Background: an optimization exercise with open tools, aiming at small area and a short achievable clock period. Do not read the settings as production practice.
In this exercise RTL edits were held to simulation tests only and were not proved equivalent to the original.
Power is estimated from default activity; no workload was simulated.

==> flow/design.v <==
module pram_fifo #(
    parameter int DEPTH  = 64,
    parameter int ADDR_W = 6
) (
    input  logic              clk,
    input  logic              reset,
    input  logic              cpu_we,
    input  logic [15:0]       cpu_wdata,
    input  logic              flush,
    input  logic              re,
    output logic [31:0]       PRAMdata,
    output logic              empty,
    output logic              full,
    output logic [ADDR_W:0]   count,
    output logic              half_pending,
    output logic              overflow,
    output logic              underflow
);
    localparam logic [ADDR_W:0] LP_DEPTH = (ADDR_W+1)'(DEPTH);
    logic [31:0]           r_mem [DEPTH];
    logic [ADDR_W-1:0]     r_wptr;
    logic [DEPTH-1:0]      r_rsel_lo;
    logic [DEPTH-1:0]      r_rsel_hi;
    logic [15:0]           r_hi;        
    logic                  r_half;
    logic [ADDR_W:0]       r_count;
    logic                  r_empty;
    logic                  r_full;
    logic [31:0]           r_data;
    logic                  r_ovf;
    logic                  r_udf;
    logic w_swap, w_pop, w_push_req, w_push, w_drop, w_clr, w_wen;
    logic [ADDR_W:0] w_cnt_inc, w_cnt_dec;
    logic w_one, w_almost;
    logic [31:0] w_rd;
    assign w_clr      = ~reset | flush;
    assign w_swap     = &cpu_wdata;
    assign w_pop      = re & ~r_empty;
    assign w_push_req = cpu_we & (r_half | w_swap);
    assign w_push     = w_push_req & (~r_full | re);
    assign w_drop     = w_push_req & r_full & ~re;
    assign w_wen      = ~r_full | re;
    always_ff @(posedge clk) begin
        if (w_wen) r_mem[r_wptr] <= {r_hi, cpu_wdata};
    end
    always_ff @(posedge clk) begin
        if (w_clr) begin
            r_half <= 1'b0;
            r_hi   <= 16'hFFFF;
        end else if (cpu_we) begin
            r_half <= ~r_half & ~w_swap;
            r_hi   <= r_half ? 16'hFFFF : cpu_wdata;
        end
    end
    logic [ADDR_W-1:0] w_wptr_inc;
    always_comb begin
        logic c;
        c = 1'b1;
        for (int i = 0; i < ADDR_W; i++) begin
            w_wptr_inc[i] = r_wptr[i] ^ c;
            c = c & r_wptr[i];
        end
    end
    always_ff @(posedge clk) begin
        if (w_clr) begin
            r_wptr <= '0;
            r_rsel_lo <= DEPTH'(1);
            r_rsel_hi <= DEPTH'(1);
        end else begin
            if (w_push) r_wptr <= w_wptr_inc;
            if (w_pop) begin
                r_rsel_lo <= {r_rsel_lo[DEPTH-2:0], r_rsel_lo[DEPTH-1]};
                r_rsel_hi <= {r_rsel_hi[DEPTH-2:0], r_rsel_hi[DEPTH-1]};
            end
        end
    end
    always_comb begin
        logic c_inc, c_dec;
        c_inc = 1'b1;
        c_dec = 1'b1;
        for (int i = 0; i <= ADDR_W; i++) begin
            w_cnt_inc[i] = r_count[i] ^ c_inc;
            w_cnt_dec[i] = r_count[i] ^ c_dec;
            c_inc = c_inc & r_count[i];
            c_dec = c_dec & ~r_count[i];
        end
    end
    assign w_one     = (r_count == (ADDR_W+1)'(1));
    assign w_almost  = (r_count == LP_DEPTH - 1'b1);
    logic w_inc, w_dec, w_hold;
    assign w_inc  = w_push & ~w_pop;
    assign w_dec  = w_pop & ~w_push;
    assign w_hold = ~(w_inc | w_dec);
    always_ff @(posedge clk) begin
        if (w_clr) begin
            r_count <= '0;
            r_empty <= 1'b1;
            r_full  <= 1'b0;
        end else begin
            r_count <= ({(ADDR_W+1){w_inc}}  & w_cnt_inc) |
                       ({(ADDR_W+1){w_dec}}  & w_cnt_dec) |
                       ({(ADDR_W+1){w_hold}} & r_count);
            r_empty <= (w_dec & w_one) | (w_hold & r_empty);
            r_full  <= (w_inc & w_almost) | (w_hold & r_full);
        end
    end
    always_comb begin
        w_rd = '0;
        for (int i = 0; i < DEPTH; i++) begin
            w_rd = w_rd | (r_mem[i] & {{16{r_rsel_hi[i]}}, {16{r_rsel_lo[i]}}});
        end
    end
    always_ff @(posedge clk) begin
        if (!reset) begin
            r_data <= '0;
        end else if (w_pop & ~flush) begin
            r_data <= w_rd;
        end
    end
    always_ff @(posedge clk) begin
        if (w_clr) begin
            r_ovf <= 1'b0;
            r_udf <= 1'b0;
        end else begin
            if (w_drop)         r_ovf <= 1'b1;
            if (re & r_empty)   r_udf <= 1'b1;
        end
    end
    assign PRAMdata     = r_data;
    assign empty        = r_empty;
    assign full         = r_full;
    assign count        = r_count;
    assign half_pending = r_half;
    assign overflow     = r_ovf;
    assign underflow    = r_udf;
endmodule
clock: 4.0 ns
lec_check: 0
cap_margin: 20
core_margin: 2
core_utilization: 60
cts_cluster_diameter: 80
cts_cluster_size: 25
place_density: 0.75
setup_slack_margin: 1.9
slew_margin: 20
standard.sh (not shown) runs the stock make flow with config.mk's settings and CLKGATE_MAP_FILE= SYNTH_SCRIPT=/design/flow/synth_recipe.tcl, a recipe that flattens the netlist after the stock synthesis.
==> flow/flow/run.sh <==
#!/bin/bash
# The standard layout, with the control pins grouped on one edge.
set -euo pipefail
here="$(cd "$(dirname "${BASH_SOURCE[0]}")" && pwd)"
cd "$here/.."
bash standard.sh IO_CONSTRAINTS="$here/io.tcl" finish > make_finish.log 2>&1
==> flow/flow/io.tcl <==
# Keep the control inputs and the status outputs together on one edge, so the
# swap-token detect and the occupancy logic are not spread across the die.
set_io_pin_constraint -region left:* -group -pin_names {cpu_wdata[0] cpu_wdata[1] cpu_wdata[2] cpu_wdata[3] cpu_wdata[4] cpu_wdata[5] cpu_wdata[6] cpu_wdata[7] cpu_wdata[8] cpu_wdata[9] cpu_wdata[10] cpu_wdata[11] cpu_wdata[12] cpu_wdata[13] cpu_wdata[14] cpu_wdata[15] cpu_we re flush reset count[0] count[1] count[2] count[3] count[4] count[5] count[6] empty full half_pending overflow underflow}
The first run completed with no timing, DRC or antenna violations.
Edit:
--- a/flow/design.v
+++ b/flow/design.v
@@ -18,10 +18,9 @@
 );
     localparam logic [ADDR_W:0] LP_DEPTH = (ADDR_W+1)'(DEPTH);
     logic [31:0]           r_mem [DEPTH];
     logic [ADDR_W-1:0]     r_wptr;
-    logic [DEPTH-1:0]      r_rsel_lo;
-    logic [DEPTH-1:0]      r_rsel_hi;
+    logic [DEPTH-1:0]      r_rsel [4];
     logic [15:0]           r_hi;        
     logic                  r_half;
     logic [ADDR_W:0]       r_count;
     logic                  r_empty;
@@ -63,15 +62,14 @@
     end
     always_ff @(posedge clk) begin
         if (w_clr) begin
             r_wptr <= '0;
-            r_rsel_lo <= DEPTH'(1);
-            r_rsel_hi <= DEPTH'(1);
+            for (int k = 0; k < 4; k++) r_rsel[k] <= DEPTH'(1);
         end else begin
             if (w_push) r_wptr <= w_wptr_inc;
             if (w_pop) begin
-                r_rsel_lo <= {r_rsel_lo[DEPTH-2:0], r_rsel_lo[DEPTH-1]};
-                r_rsel_hi <= {r_rsel_hi[DEPTH-2:0], r_rsel_hi[DEPTH-1]};
+                for (int k = 0; k < 4; k++)
+                    r_rsel[k] <= {r_rsel[k][DEPTH-2:0], r_rsel[k][DEPTH-1]};
             end
         end
     end
     always_comb begin
@@ -106,9 +104,10 @@
     end
     always_comb begin
         w_rd = '0;
         for (int i = 0; i < DEPTH; i++) begin
-            w_rd = w_rd | (r_mem[i] & {{16{r_rsel_hi[i]}}, {16{r_rsel_lo[i]}}});
+            w_rd = w_rd | (r_mem[i] & {{8{r_rsel[3][i]}}, {8{r_rsel[2][i]}},
+                                       {8{r_rsel[1][i]}}, {8{r_rsel[0][i]}}});
         end
     end
     always_ff @(posedge clk) begin
         if (!reset) begin
Effect: The changed run went through all stages and came out clean. Fmax came out higher by 1.4%. Design area came out higher by 3.7%. Area after synthesis came out higher by 5.3%. Wire length came out lower by 1.4%. Count of clock-buffer cells in the layout came out higher by 10. Setup slack gains 32 ps. First-iteration DRC count came out lower by 0.97%. Power came out higher by 5.7%. Combinational power came out higher by 6.0%. Final cell count came out higher by 8.1%.

## port drivers added, routing unchanged
The flow's constraints put no driver on any port. The routed layouts listed below were extracted and timed again, unchanged, in two steps. Step 1, drivers: a clkbuf_16 drives clk and a buf_2 each remaining input, both assumed. Step 2 times the ports against the registers' clock, not the clock port: input delays grow and output delays shrink by t, the midpoint of the rising clock arrivals with the driver on. Slacks: ideal ports / drivers / drivers and shift; pairs: ideal ports / drivers.
run	shift t [ns]	slack for setup (ns)	pins driven straight from the clock port
the first run	0.859	1.702 / 1.702 / 1.125	1
the second run	0.853	1.734 / 1.734 / 0.990	1
After both steps setup and hold are still met in every run listed. For the second run, which loses most, drivers alone change the setup slack by 0.000 ns; drivers and shift together by -0.744 ns.
